This design comes from an exercise in tuning for small area, a short achievable clock period and few clock cycles per item on the open sky130 flow, not from production work. No run shown here included a check of the RTL's function; only the layout flow was run.

==> flow/design.v (outline; a module is shown in full before it is edited, if it fits) <==
// module trilinear_interp_axis: 4262 lines
module trilinear_interp_axis (
    input  logic         clk,
    input  logic         rstn,
    input  logic         in_valid,
    output logic         in_ready,
    input  logic [7:0]   frac_r,
    input  logic [7:0]   frac_g,
    input  logic [7:0]   frac_b,
    input  logic         mode,
    input  logic [7:0]   in_user,
    input  logic [191:0] pt_nbr,
    output logic         out_valid,
    input  logic         out_ready,
    output logic [23:0]  out_pt,
    output logic [7:0]   out_user
);
  // ...
==> flow/run.sh <==
#!/bin/bash
# synth_recipe.tcl (not shown) runs the flow's synth.tcl, then flattens the netlist and writes it again
# the make line also repeats each setting of config.mk as NAME=value (left out here)
make -C /OpenROAD-flow-scripts/flow DESIGN_CONFIG=/design/flow/config.mk WORK_HOME=/design/flow/orfs CLKGATE_MAP_FILE= SYNTH_SCRIPT=/design/flow/synth_recipe.tcl finish
==> flow/config.mk <==
export PLATFORM = sky130hd
export DESIGN_NAME = trilinear_interp_axis
export DESIGN_NICKNAME = trilinear_interp_axis
export VERILOG_FILES = /design/flow/design.v
export SDC_FILE = /design/flow/constraint.sdc
export NUM_CORES = 4
export LEC_CHECK = 0
export ABC_CLOCK_PERIOD_IN_PS = 3200
export CAP_MARGIN = 20
export CORE_MARGIN = 2
export CORE_UTILIZATION = 55
export PLACE_DENSITY = 0.68
export SETUP_SLACK_MARGIN = 2.8
export SLEW_MARGIN = 20
==> flow/constraint.sdc <==
create_clock -name core_clock -period 6.0 [get_ports {clk}]
set_input_delay 1.2000 -clock core_clock [delete_from_list [all_inputs] [get_ports {clk}]]
set_output_delay 1.2000 -clock core_clock [all_outputs]
set_load 0.01 [all_outputs]
==> flow_results.org, run 1 <==
** Floorplanning
- In this run the core area contains 147 standard-cell rows.
- Area of the die :: 0.165 sq mm

** Worst hold path
- For hold timing, the worst endpoint is st2_q[14]$_DFF_P_.

** Yosys
- The top cell type by area accounts for 27.4% of the synthesized area.
- The biggest area contributor in the post-synthesis netlist is dfxtp_1.
- Number of flops mapped to enable cells by yosys :: 224
- Count leader, synth :: dfxtp_1
- Combinational family with the most area after synthesis :: adder cells
- Of the total synthesized cell area, the portion taken by full adders, half adders and majority gates is 30.4%.
- Counting every net in the synthesized netlist gives 8,867.

** Layout
- The layout has 206 clock buffers.
- Number of multi-input combinational cells :: 4,480
- For this run, the post-layout net count is 9,207.

** Timing
- Setup violations remaining at the end of the flow were counted as 0.
- In the finished design, the share of the clock period the worst path needs comes to 59.1%.

** Placed design
- Dpl ws :: 0.740 ns

** Global routing
- The number of global-route vias before repair was 59,100.
- Met1 Use GR :: 38.3%

** Worst setup path
- Largest stage delay on the critical path :: 0.56 ns
- Counting cells, the worst reg-to-reg path comes to 7.
- Path type of the worst setup path :: in -> reg

** Routing
- Dividing the detail-routed wire length by the instance count gives 23.2 um.
- DR WL met3 :: 14.1 mm
- Highest signal layer in the routed design :: met5
- Number of search-and-repair iterations in the first detailed-routing pass :: 5

** CTS
- Quantity of gates resized following cts :: 315

** Outcome
- Result of the run :: finished clean
==> run 2: changes to the inputs <==
--- a/flow/design.v
+++ b/flow/design.v
@@ -18,17 +18,17 @@
     logic [145:0] st2_d, st2_q;
     logic [319:0] st3_d, st3_q;
     logic [76:0] st4_d, st4_q;
     logic [163:0] st5_d, st5_q;
     logic [4:0] v_q;
     logic [2:0] cnt;
     logic [2:0] wp, rp;
     logic [3:0] mcnt;
-    logic [31:0] mem [6];
+    logic [31:0] mem [5];
     logic [31:0] hd_q;
     wire [8:0] sel_r = {mode & frac_r[7], mode ? {8{frac_r[7]}} : frac_r};
     wire [8:0] sel_g0 = {mode & frac_g[7], mode ? {8{frac_g[7]}} : frac_g};
     wire [8:0] sel_b0 = {mode & frac_b[7], mode ? {8{frac_b[7]}} : frac_b};
     wire r0_m1 = sel_r[0] ? pt_nbr[24] : pt_nbr[0];
     wire r0_m2 = sel_r[0] ? pt_nbr[25] : pt_nbr[1];
     wire r0_m3 = sel_r[0] ? pt_nbr[26] : pt_nbr[2];
     wire r0_m4 = sel_r[0] ? pt_nbr[27] : pt_nbr[3];
@@ -4225,33 +4225,33 @@
     wire arr  = v_q[4];
     wire acc  = in_valid && in_ready;
     wire del  = hv_q && out_ready;
     wire pop  = !hv_q || out_ready;           
     wire memne = mcnt != '0;
     wire hld  = pop && (memne || arr);        
     wire mrd  = pop && memne;                 
     wire mwr  = arr && !(pop && !memne);      
-    assign in_ready  = cnt < 3'd7;
+    assign in_ready  = (cnt < 3'd6) || (hv_q && out_ready);
     assign out_valid = hv_q;
     assign {out_user, out_pt} = hd_q;
     always_ff @(posedge clk or negedge rstn) begin
         if (!rstn) begin
             v_q  <= '0;
             cnt  <= '0;
             wp   <= '0;
             rp   <= '0;
             mcnt <= '0;
             hv_q <= 1'b0;
         end else begin
             v_q <= {v_q[3:0], acc};
             cnt  <= cnt + 3'(acc) - 3'(del);
             mcnt <= mcnt + 4'(mwr) - 4'(mrd);
-            if (mwr) wp <= ((wp == 3'd5) ? 3'd0 : wp + 3'd1);
-            if (mrd) rp <= ((rp == 3'd5) ? 3'd0 : rp + 3'd1);
+            if (mwr) wp <= ((wp == 3'd4) ? 3'd0 : wp + 3'd1);
+            if (mrd) rp <= ((rp == 3'd4) ? 3'd0 : rp + 3'd1);
             if (pop) hv_q <= memne || arr;
         end
     end
     always_ff @(posedge clk) begin
         st1_q <= st1_d;
         st2_q <= st2_d;
         st3_q <= st3_d;
         st4_q <= st4_d;
==> flow/config.mk (replaced) <==
export PLATFORM = sky130hd
export DESIGN_NAME = trilinear_interp_axis
export DESIGN_NICKNAME = trilinear_interp_axis
export VERILOG_FILES = /design/flow/design.v
export SDC_FILE = /design/flow/constraint.sdc
export NUM_CORES = 4
export LEC_CHECK = 0
export ABC_CLOCK_PERIOD_IN_PS = 3000
export CAP_MARGIN = 20
export CORE_MARGIN = 2
export CORE_UTILIZATION = 40
export SETUP_SLACK_MARGIN = 3.0
export SLEW_MARGIN = 20
==> run 2 against run 1 <==
Still clean on timing, DRC and antenna. Final area is 2.3% higher. Flip-flop and latch count is 32 lower. Fmax is 2.2% higher. Synthesized area is 0.83% lower. First-iteration DRC count is 0.32% lower. Register-to-register slack worse by 0.02 ns. Routed wire length is 7.9% higher. Synthesized cell count is 0.31% higher. Core utilization is 16 points lower. Critical endpoint is now st1_q[130]$_DFF_P_. Largest cell class unchanged.
==> flow_results.org, run 2 <==
** Outcome
- Result of the run :: finished clean (unchanged)

** Layout
- The utilization of the core after routing is 48.5% (was 64.9%).
- Largest registers in the final layout: st1_q x530, st3_q x311, mem x160 (was st1_q x530, st3_q x311, mem x192).
- Commonest cells after routing, fill and taps aside: dfxtp_1, mux2_2, fa_1 (unchanged).
- Number of nets in the finished design :: 9,301 (was 9,207)
- The largest register by flop count is st1_q (unchanged).
- The final cell count without fillers is 10,500 (was 9,710).
- The most common cell after layout, fill and taps aside is dfxtp_1 (unchanged).
- The proportion of layout cells with a drive suffix above 1 was 31.4% (was 28.4%).
- The flip-flop count of the largest register after layout was 530 (unchanged).
- The synthesis-to-finish area growth is 20.8% (was 17.0%).

** Placed design
- The routability-driven placement congestion ratio was 0.826 (was 0.834).
- The HPWL after detailed placement came to 154 mm (was 146 mm).
- The number of input and output port buffers inserted came to 262 (unchanged).
- Placed Instances :: 9,918 (was 9,195)

** CTS
- Clk latency of the worst-skew pair :: 0.83 ns (about the same)
- Number of levels in the clock H-tree :: 4 (unchanged)
- The number of hold buffers added after cts was 0 (unchanged).
- The worst-case clock buffer depth came to 3 (unchanged).
- Post-CTS clock slew at the launch and capture registers of the worst setup and hold paths :: 0.06 ns (about the same)
- CTS tree :: yes (unchanged)
- Root Driver :: clkbuf_16 (unchanged)
- # clock sinks :: 1,430 (was 1,462)
- The clock buffer count from CTS came to 164 (was 159).

** Timing
- Worst slew pin tran :: 1.03 ns (was 1.05 ns)
- Unrepaired setup endpoints after global routing :: true (unchanged)
- Final hold violation count :: 0 (unchanged)
- The headroom to the max-slew limit was 31.3% (was 29.3%).
- Final Max Slew Viols :: 0 (unchanged)
- The shortest clock period the worst path allows after layout came to 3.47 ns (was 3.55 ns).
- The fmax is 288 MHz (was 282 MHz).
- Final setup vio count :: 0 (unchanged)
- The clock skew after layout came to 0.0818 ns (was 0.0564 ns).
- The final cycle utilization of the critical path came to 57.8% (was 59.1%).
- The total negative slack came to 0 ns (unchanged).

** Yosys
- Synth Register Bits :: 1,430 (was 1,462)
- The number of distinct library cells after synthesis came to 69 (was 77).
- The sequential share of the synthesized area is 34.7% (was 35.5%).
- Average instance area after synthesis :: 12.4 sq um (was 12.6 sq um)
- Cell taking the most area after synthesis :: dfxtp_1 (unchanged)
- Number of flops mapped to enable cells by yosys :: 192 (was 224)
- Count leader, synth :: dfxtp_1 (unchanged)
- Top_reg_cell synth :: dfxtp_1 (unchanged)
- Mapped Cells :: 7,102 (was 7,080)
- The net count after synthesis is 8,893 (was 8,867).
- The share of flip-flops with an asynchronous set or reset after synthesis is 1.33% (was 1.30%).
- Yosys top cell area share :: 27.7% (was 27.4%)
- Main area contributors after synthesis :: dfxtp_1, fa_1, mux2_2 (unchanged)
- Synth top cells by count: dfxtp_1, mux2_2, fa_1, inv_1, ha_1 (unchanged).
- The count of yosys warnings during synthesis came to 1 (unchanged).
- The synthesized area came to 0.0882 sq mm (was 0.0890 sq mm).

** Routing
- Detail Route Antenna Nets :: 0 (unchanged)
- The first-pass iteration count of the detailed router is 6 (was 5).
- Remaining routing DRC violations :: 0 (unchanged)
- Violation count after the first detailed-routing iteration :: 3,149 (was 3,159)
- The detailed-route wire length is 243 mm (was 225 mm).
- Vias :: 54,900 (was 54,300)
- Post-detailed-route via-to-cell ratio :: 5.22 (was 5.59)
- Wire length per cell after detailed routing :: 23.1 um (was 23.2 um)

** Worst setup path
- Ordered cell list for the critical path: buf_8, buf_8, and2_4, a21oi_4, buf_12, buf_12, buf_16, mux2_4, fa_1, inv_1, fa_1, inv_1, fa_2 (was buf_12, and2_4, buf_12, a21oi_4, buf_6, buf_6, buf_12, mux2_4, fa_1, inv_1, fa_1, inv_2, fa_2).
- Required time at the endpoint of the critical path :: 6.77 ns (was 6.75 ns)
- The maximum fanout encountered on the critical timing path is 7 (unchanged).
- Path type of the worst setup path :: in -> reg (unchanged)
- The kind of capture point of the worst setup path is a flop (unchanged).
- The reg-to-reg startpoint was st3_q[178]$_DFF_P_ (was st2_q[11]$_DFF_P_).
- The worst reg2reg path depth was 12 (was 7).
- The critical-path cell with the highest stage delay is fa_1 (unchanged).
- The delay of the slowest cell on the worst path was 0.51 ns (was 0.56 ns).
- The beginning of the critical path is mode (unchanged).
- Data arrival time of the critical path :: 4.24 ns (was 4.29 ns)
- Startpoint types :: input pin (unchanged)

** Floorplanning
- Ports :: 263 (unchanged)
- The placeable core region is 0.220 sq mm (was 0.161 sq mm).
- Die Span Y :: 474 um (was 406 um)
- Starting utilization of the core area :: 40.2% (was 55.4%)
- Horizontal die dimension :: 474 um (was 406 um)
- Floorplan row count :: 172 (was 147)
- The die area came to 0.224 sq mm (was 0.165 sq mm).

** Global routing
- Via count of the first global-routing pass :: 59,900 (was 59,100)
- The total routing resource utilization after global routing was 21.5% (was 27.5%).
- The met1 global-route usage came to 29.5% (was 38.3%).
- Total overflow reported by the global router :: 0 (unchanged)
- Met3 Usage GRT :: 3.73% (was 4.79%)
- The initial antenna violation count came to 4 (unchanged).
- Wire length of the first global-routing pass :: 371 mm (was 349 mm)
- Global routing met2 resource utilization :: 34.7% (was 43.2%)
- Layer carrying the most global-route usage :: met2 (unchanged)
- Largest net degree at the start of global routing :: 66 (was 63)

** Worst hold path
- HP Start :: st1_q[16]$_DFF_P_ (was st1_q[14]$_DFF_P_)
- The worst hold path depth came to 0 (unchanged).
- Class of the tightest hold or removal check :: reg -> reg (unchanged)

** Flow run
- Count of maximum capacitance violations :: 0 (unchanged)
run 2: changes by cell type after synthesis, moves of 16 or more:
cell	delta
clkbuf_1	+41
buf_2	-34
inv_1	+34
edfxtp_1	-32
nor2_1	+20
a21o_1	+17
nor2b_1	-16
run 2: per-stage QoR:
| step | cell area (sq um) | hold WS [ns] | setup slack (ns) |
|---|---|---|---|
| detailed placement | 94300 | 0.312 | 0.900 |
| finish | 107000 | 0.324 | 2.53 |
| global placement | 94300 | 0.310 | 1.01 |
| floorplan | 89200 | 0.310 | 1.88 |
| CTS | 105000 | 0.324 | 2.66 |
| global route | 107000 | 0.327 | 2.56 |
run 2: worst max-delay path, delay by kind of cell:
family / cells / cell delay, ns
buffers and inverters: 7 / 0.80
AND/OR/NAND/NOR: 1 / 0.21
AO/OA/AOI/OAI: 1 / 0.16
adder cells (fa/ha/maj): 3 / 1.53
multiplexers: 1 / 0.32
run 2: final timing paths:
path | slack [ns] | endpoint
setup reg to reg | 2.84 | st4_q[56]$_DFF_P_
setup / recovery | 2.53 | st1_q[130]$_DFF_P_
min in group asynchronous | 0.90 | v_q[3]$_DFF_PN0_
hold reg to reg | 0.32 | st2_q[16]$_DFF_P_
hold / removal | 0.32 | st2_q[16]$_DFF_P_
max in group asynchronous | 4.48 | rp[2]$_DFFE_PN0P_
run 2: layer usage:
layer	part of all wire, %	vias up
met4	3.3	4
met1	45	28100
met2	46	1671
li1	-	24600
met3	5.9	483
met5	0.013	-
run 2: cells by family after synthesis:
group	count (synthesis)	share of synthesized area [%]
buffers and inverters	1168	5.11
AND/OR/NAND/NOR	605	2.98
multiplexers	1666	21.1
XOR/XNOR	160	1.59
AO/OA/AOI/OAI	511	3.77
flip-flops	1430	34.7
adder cells (fa/ha/maj)	1562	30.7
run 2: repair_timing:
item,CTS,global route
setup endpoints to repair,544,325
setup buffers,176,68
gates cloned,44,9
pin swaps,138,119
gates resized for setup,481,263
run 2: final cells by class:
| class | instances | area (sq um) |
|---|---|---|
| fillers | 19000 | 113000 |
| multi-input cells | 4505 | 55800 |
| flip-flops and latches | 1430 | 30700 |
| repair buffers | 632 | 7630 |
| clock buffers | 221 | 4700 |
| well taps | 2871 | 3590 |
| inverters | 776 | 2940 |
| clock inverters | 83 | 1150 |
| repair inverters | 1 | 11.3 |
| diodes | 2 | 5.00 |

## afterwards: timing with drivers on the ports
How much do the figures lean on ideal ports? The routed layouts below were timed once more, with nothing changed but the port constraints.
Step 1 assumes that a clkbuf_16 drives the clock port and a buf_2 every other input.
Step 2, shift: input delay + t, output delay - t, t = (earliest + latest rising clock arrival at the registers) / 2. This alone moves slack from input paths to output paths.
Three values: no drivers, after step 1, after step 2; two values: the first two.
| run | shift t [ns] | setup slack, ns | worst setup path at the end | clock arrival spread, ns |
|---|---|---|---|---|
| run 1 | 0.895 | 2.455 / 2.392 / 1.497 | input to register | 0.063 / 0.064 |
| run 2 | 0.873 | 2.532 / 2.582 / 1.708 | input to register | 0.084 / 0.083 |
After both steps every run listed still meets setup and hold. For run 1, which loses most, drivers alone change the setup slack by -0.063 ns; drivers and shift together by -0.958 ns.
